This design comes from an exercise in tuning for small area on the open sky130 flow, not from production work.
Function was checked by simulation only, so behaviour that the tests miss may differ from the original.
The clock port is modelled as an ideal driver; clocking choices that lean on that would not hold on a real chip.
No activity file was given, so power comes from the tool's default toggle rates.

==> flow/design.v <==
module decode_stage_pipe #(
  parameter int          N      = 32,
  parameter logic [3:0]  PC_REG = 4'd15
) (
  input  logic         clk,
  input  logic         rst,
  input  logic         in_valid,
  input  logic [31:0]  inst,
  input  logic [N-1:0] pc,
  input  logic         reg_src_a1,
  input  logic         reg_src_a2,
  input  logic [1:0]   imm_src,
  input  logic         reg_write,
  input  logic [3:0]   a3,
  input  logic [N-1:0] wd3,
  input  logic         ex_stall,
  input  logic         flush,
  output logic [3:0]   a1,
  output logic [3:0]   a2,
  output logic         stall_fd,
  output logic         out_valid,
  output logic [N-1:0] out_rd1,
  output logic [N-1:0] out_rd2,
  output logic [N-1:0] out_imm,
  output logic [3:0]   out_rd,
  output logic [2:0]   out_cond,
  output logic [1:0]   out_op,
  output logic [4:0]   out_cmd,
  output logic         out_imm_flag,
  output logic         out_mem_load,
  output logic [N-1:0] r0,
  output logic [N-1:0] r1
);
  localparam int NR = 15;   
  logic [N-1:0]  rf   [NR];
  logic [N-1:0]  rf_d [NR];
  logic [NR-1:0] wm;        
  logic [NR-1:0] wr;        
  logic [NR-1:0] kp;        
  logic          q_valid;
  logic [N-1:0]  q_rd1, q_rd2;
  logic [31:0]   q_inst;
  logic [1:0]    q_isrc;
  logic          d_valid;
  logic [31:0]   d_inst;
  logic [1:0]    d_isrc;
  logic          load_use, hold, load;
  logic          pc1, pc2;
  logic [NR-1:0] s1, s2;
  logic [N-1:0]  rd1_n, rd2_n;
  assign a1    = reg_src_a1 ? PC_REG : inst[16:13];
  assign a2    = reg_src_a2 ? inst[20:17] : inst[3:0];
  for (genvar i = 0; i < NR; i++) begin : g_row
    assign wm[i] = reg_write && (a3 == 4'(i));
    assign wr[i] = wm[i] && !rst;
    assign kp[i] = !wm[i] && !rst;
    for (genvar k = 0; k < N; k++) begin : g_bit
      dsp_ao22 u_d (.a0(wr[i]), .b0(wd3[k]), .a1(kp[i]), .b1(rf[i][k]), .y(rf_d[i][k]));
    end
    always_ff @(posedge clk) rf[i] <= rf_d[i];
  end
  assign out_mem_load = (q_inst[28:27] == 2'b01) && q_inst[21];
  assign load_use = q_valid && out_mem_load && in_valid &&
                    (((q_inst[20:17] == a1) && (a1 != PC_REG)) ||
                     ((q_inst[20:17] == a2) && (a2 != PC_REG)));
  assign stall_fd = !flush && (ex_stall || load_use);
  assign hold = ex_stall && !rst && !flush;
  assign load = !ex_stall && !rst && !flush && !load_use;
  assign pc1  = (a1 == PC_REG) && load;
  assign pc2  = (a2 == PC_REG) && load;
  for (genvar i = 0; i < NR; i++) begin : g_sel
    assign s1[i] = (a1 == 4'(i)) && load;
    assign s2[i] = (a2 == 4'(i)) && load;
  end
  for (genvar k = 0; k < N; k++) begin : g_rd
    logic [NR-1:0] col;
    for (genvar i = 0; i < NR; i++) begin : g_c
      assign col[i] = rf_d[i][k];
    end
    logic m1, m2;
    assign m1 = ~((pc1 & pc[k]) | (hold & q_rd1[k]));
    assign m2 = ~((pc2 & pc[k]) | (hold & q_rd2[k]));
    dsp_rsel u_rs1 (.s(s1), .d(col), .m(m1), .y(rd1_n[k]));
    dsp_rsel u_rs2 (.s(s2), .d(col), .m(m2), .y(rd2_n[k]));
  end
  dsp_ao22 u_v (.a0(load), .b0(in_valid), .a1(hold), .b1(q_valid), .y(d_valid));
  for (genvar k = 0; k < 32; k++) begin : g_inst
    dsp_ao22 u_i (.a0(load), .b0(inst[k]), .a1(hold), .b1(q_inst[k]), .y(d_inst[k]));
  end
  for (genvar k = 0; k < 2; k++) begin : g_isrc
    dsp_ao22 u_s (.a0(load), .b0(imm_src[k]), .a1(hold), .b1(q_isrc[k]), .y(d_isrc[k]));
  end
  always_ff @(posedge clk) begin
    q_valid <= d_valid;
    q_rd1   <= rd1_n;
    q_rd2   <= rd2_n;
    q_inst  <= d_inst;
    q_isrc  <= d_isrc;
  end
  always_comb begin
    case (q_isrc)
      2'b00:   out_imm = N'(q_inst[7:0]);
      2'b01:   out_imm = N'(q_inst[11:0]);
      2'b10:   out_imm = N'($signed({q_inst[23:0], 2'b00}));
      default: out_imm = N'($signed(q_inst[25:0]));
    endcase
  end
  assign out_valid    = q_valid;
  assign out_rd1      = q_rd1;
  assign out_rd2      = q_rd2;
  assign out_rd       = q_inst[20:17];
  assign out_cond     = q_inst[31:29];
  assign out_op       = q_inst[28:27];
  assign out_cmd      = q_inst[25:21];
  assign out_imm_flag = q_inst[26];
  assign r0           = rf[0];
  assign r1           = rf[1];
endmodule
module dsp_rsel (
  input  logic [14:0] s,
  input  logic [14:0] d,
  input  logic        m,
  output logic        y
);
  logic [4:0] n;
  logic       t;
  for (genvar g = 0; g < 5; g++) begin : g_grp
    dsp_aoi3 u_g (.a0(s[3*g]), .b0(d[3*g]), .a1(s[3*g+1]), .b1(d[3*g+1]),
                  .a2(s[3*g+2]), .b2(d[3*g+2]), .y(n[g]));
  end
  dsp_and3 u_t (.a(n[3]), .b(n[4]), .c(m), .y(t));
  dsp_nand4 u_y (.a(n[0]), .b(n[1]), .c(n[2]), .d(t), .y(y));
endmodule
module dsp_aoi3 (
  input  logic a0, b0, a1, b1, a2, b2,
  output logic y
);
  assign y = ~((a0 & b0) | (a1 & b1) | (a2 & b2));
endmodule
module dsp_ao22 (
  input  logic a0, b0, a1, b1,
  output logic y
);
  assign y = (a0 & b0) | (a1 & b1);
endmodule
module dsp_and3 (
  input  logic a, b, c,
  output logic y
);
  assign y = a & b & c;
endmodule
module dsp_nand4 (
  input  logic a, b, c, d,
  output logic y
);
  assign y = ~(a & b & c & d);
endmodule
export LEC_CHECK = 0
export CAP_MARGIN = 10
export CORE_MARGIN = 2
export CORE_UTILIZATION = 40
export PLACE_DENSITY = 0.72
export SLEW_MARGIN = 10
export SYNTH_HIERARCHICAL = 1
create_clock -name core_clock -period 5.5 [get_ports {clk}]
standard.sh (not shown) runs the stock make flow with config.mk's settings and CLKGATE_MAP_FILE= SYNTH_SCRIPT=/design/flow/synth_recipe.tcl, a recipe that flattens the netlist after the stock synthesis.
==> flow/flow/run.sh <==
#!/bin/bash
# Own layout flow: the standard ORFS layout (standard.sh: unchanged synthesis,
# floorplan, power grid and tap cells), with these changes:
#  - ports are buffered with the smallest buffer (buf_1) instead of ORFS's default pick;
#  - clock tree synthesis uses clkbuf_8, clusters of up to 14 sinks and inserts no dummy loads;
#  - after clock tree synthesis, combinational cells that drive a single load (after
#    placement-time buffering) are shrunk to their _1 size (flow/downsize.tcl); the
#    global-route repair steps then fix any slew, capacitance or timing issue;
#  - the global-route stage recovers area on non-critical paths (RECOVER_POWER).
# ORFS writes each tool's full log under orfs/logs/; make's and the downsizing step's
# own output go to make_cts.log, downsize.log and make_finish.log.
set -euo pipefail
export BUFFER_PORTS_ARGS="-buffer_cell sky130_fd_sc_hd__buf_1"
export CTS_ARGS="-sink_clustering_enable -sink_clustering_size 14 -sink_clustering_max_diameter 50 -repair_clock_nets -dont_use_dummy_load -buf_list sky130_fd_sc_hd__clkbuf_8"
export RECOVER_POWER=100
bash standard.sh cts > make_cts.log 2>&1
R=orfs/results/sky130hd/decode_stage_pipe/base
IN_ODB=$R/4_cts.odb OUT_ODB=$R/4_cts_small.odb openroad -no_init -exit flow/downsize.tcl > downsize.log 2>&1
mv -f $R/4_cts_small.odb $R/4_cts.odb
bash standard.sh > make_finish.log 2>&1
Other scripts of this flow, unchanged in this note and not shown: flow/flow/downsize.tcl
The first run completed, yet does not pass: max-capacitance violations, max-slew violations.
==> next run, changes <==
==> flow/flow/run.sh (replaced) <==
#!/bin/bash
# Own layout flow: the standard ORFS layout (standard.sh: unchanged synthesis,
# floorplan, power grid and tap cells), with these changes:
#  - ports are buffered with the smallest buffer (buf_1) instead of ORFS's default pick;
#  - clock tree synthesis uses clkbuf_4, clusters of up to 8 sinks and inserts no dummy loads;
#  - after clock tree synthesis, combinational cells that drive a single load (after
#    placement-time buffering) are shrunk to their _1 size (flow/downsize.tcl); the
#    global-route repair steps then fix any slew, capacitance or timing issue.
# ORFS writes each tool's full log under orfs/logs/; make's and the downsizing step's
# own output go to make_cts.log, downsize.log and make_finish.log.
set -euo pipefail
export BUFFER_PORTS_ARGS="-buffer_cell sky130_fd_sc_hd__buf_1"
export CTS_ARGS="-sink_clustering_enable -sink_clustering_size 8 -sink_clustering_max_diameter 60 -repair_clock_nets -dont_use_dummy_load -buf_list sky130_fd_sc_hd__clkbuf_4"
bash standard.sh cts > make_cts.log 2>&1
R=orfs/results/sky130hd/decode_stage_pipe/base
IN_ODB=$R/4_cts.odb OUT_ODB=$R/4_cts_small.odb openroad -no_init -exit flow/downsize.tcl > downsize.log 2>&1
mv -f $R/4_cts_small.odb $R/4_cts.odb
bash standard.sh > make_finish.log 2>&1
After rerunning: The new run finished with timing, DRC and antenna clean. Routed wire length goes up slightly. Design area hardly moves. Register-to-register slack gets better by 610 ps. Worst setup slack gets better by 820 ps. Die area is unchanged. Maximum frequency goes up by about a fifth. Clock-buffer cell count goes up by 26.
==> next run, changes <==
--- a/flow/flow/run.sh
+++ b/flow/flow/run.sh
@@ -7,3 +7,4 @@
 #    placement-time buffering) are shrunk to their _1 size (flow/downsize.tcl); the
-#    global-route repair steps then fix any slew, capacitance or timing issue.
+#    global-route repair steps then fix any slew, capacitance or timing issue;
+#  - the global-route stage recovers area on non-critical paths (RECOVER_POWER).
 # ORFS writes each tool's full log under orfs/logs/; make's and the downsizing step's
@@ -13,2 +14,3 @@
 export CTS_ARGS="-sink_clustering_enable -sink_clustering_size 8 -sink_clustering_max_diameter 60 -repair_clock_nets -dont_use_dummy_load -buf_list sky130_fd_sc_hd__clkbuf_4"
+export RECOVER_POWER=100
 bash standard.sh cts > make_cts.log 2>&1
Result:
- With this change the flow finished but failed the layout checks on max-capacitance violations, max-slew violations
- clock skew falls by 3.1 ps
- total power barely changes
- synthesized cell count is unchanged
- die area is unchanged
- routed wire length is about the same
- via count is about the same
- worst setup slack loses 650 ps
- cell area went down by 0.46%
- combinational power came out lower by about 0.8%
- flip-flop and latch count stays the same
- clock power stays flat
==> next run, changes <==
==> flow/flow/run.sh (replaced) <==
#!/bin/bash
# Own layout flow: the standard ORFS layout (standard.sh: unchanged synthesis,
# floorplan, power grid and tap cells), with these changes:
#  - ports are buffered with the smallest buffer (buf_1) instead of ORFS's default pick;
#  - clock tree synthesis uses clkbuf_8, clusters of up to 14 sinks and inserts no dummy loads;
#  - after clock tree synthesis, combinational cells that drive a single load (after
#    placement-time buffering) are shrunk to their _1 size (flow/downsize.tcl); the
#    global-route repair steps then fix any slew, capacitance or timing issue.
# ORFS writes each tool's full log under orfs/logs/; make's and the downsizing step's
# own output go to make_cts.log, downsize.log and make_finish.log.
set -euo pipefail
export BUFFER_PORTS_ARGS="-buffer_cell sky130_fd_sc_hd__buf_1"
export CTS_ARGS="-sink_clustering_enable -sink_clustering_size 14 -sink_clustering_max_diameter 50 -repair_clock_nets -dont_use_dummy_load -buf_list sky130_fd_sc_hd__clkbuf_8"
bash standard.sh cts > make_cts.log 2>&1
R=orfs/results/sky130hd/decode_stage_pipe/base
IN_ODB=$R/4_cts.odb OUT_ODB=$R/4_cts_small.odb openroad -no_init -exit flow/downsize.tcl > downsize.log 2>&1
mv -f $R/4_cts_small.odb $R/4_cts.odb
bash standard.sh > make_finish.log 2>&1
Effect: The changed run ran to the end with no violations; clock-buffer cell count came out lower by 26; wire length came out lower by 0.48%; clock power came out higher by about 12%; worst setup slack is better by 640 ps; total power came out higher by 3.6%; die area stays the same; design area came out higher by about 1.1%.

========
Another version of the RTL of decode_stage_pipe (not shown whole).
Size in the first run: ~580 flip-flops, ~300 I/O pins, about 22000 µm² of cells after synthesis.
clock: 5.5 ns
lec_check: 0
cap_margin: 10
core_margin: 2
core_utilization: 40
place_density: 0.72
slew_margin: 10
synth_hierarchical: 1
==> flow/flow/run.sh <==
#!/bin/bash
# Own layout flow: the standard ORFS layout (standard.sh, unchanged synthesis,
# floorplan, power grid and tap cells), with two changes:
#  - ports are buffered with the smallest buffer (buf_1) instead of ORFS's default pick;
#  - clock tree synthesis uses clkbuf_8, clusters of up to 14 sinks and inserts no dummy loads.
# ORFS writes each tool's full log under orfs/logs/; make's own output goes to make.log.
set -euo pipefail
export BUFFER_PORTS_ARGS="-buffer_cell sky130_fd_sc_hd__buf_1"
export CTS_ARGS="-sink_clustering_enable -sink_clustering_size 14 -sink_clustering_max_diameter 50 -repair_clock_nets -dont_use_dummy_load -buf_list sky130_fd_sc_hd__clkbuf_8"
bash standard.sh > make.log 2>&1
Then changed:
--- a/flow/config.mk
+++ b/flow/config.mk
@@ -8 +8 @@
-export CAP_MARGIN = 10
+export CAP_MARGIN = 20
@@ -11,2 +11 @@
-export PLACE_DENSITY = 0.72
-export SLEW_MARGIN = 10
+export SLEW_MARGIN = 20
Result: Worst setup slack got worse by 0.020 ns. Sequential cell count does not change. First-iteration DRC count went up by 13%. Global-route usage came out higher by 1.2 points. Clock power grows by about 3%. Synthesized area is unchanged.

-- port drivers added, routing unchanged --
Ports are ideal in the flow. The routed layouts listed here were re-timed in OpenROAD.
Step 1 (the two cells are an assumption about what drives the block):
set clk [get_ports {clk}]
set_driving_cell -lib_cell sky130_fd_sc_hd__clkbuf_16 $clk
set_driving_cell -lib_cell sky130_fd_sc_hd__buf_2 [delete_from_list [all_inputs] $clk]
Step 2 also shifts input and output timing later by t, the mid clock arrival at the registers, as if the neighbouring blocks saw the same clock.
Slacks: ideal ports / drivers / drivers and shift; pairs: ideal ports / drivers.
run | t, ns | slack for setup (ns) | worst hold slack (ns) | worst data-port slew with drivers (ns) | cell pins on the clock port's net
the first run of note 1 | 0.752 | 0.525 / 0.561 / -0.191 | 0.464 / 0.464 / 0.464 | 0.18 | 1
the second run of note 1 | 0.881 | 1.341 / 1.302 / 1.196 | 0.472 / 0.472 / 0.472 | 0.15 | 1
the third run of note 1 | 0.883 | 0.686 / 0.719 / -0.164 | 0.473 / 0.473 / 0.473 | 0.17 | 1
the fourth run of note 1 | 0.757 | 1.322 / 1.282 / 1.227 | 0.464 / 0.464 / 0.464 | 0.18 | 1
the first run of note 2 | 0.748 | 1.308 / 1.271 / 0.829 | 0.474 / 0.474 / 0.474 | 0.13 | 1
the second run of note 2 | 0.737 | 1.289 / 1.233 / 0.817 | 0.479 / 0.479 / 0.479 | 0.10 | 1
For the third run of note 1, which loses most, drivers alone change the setup slack by +0.033 ns; drivers and shift together by -0.850 ns.
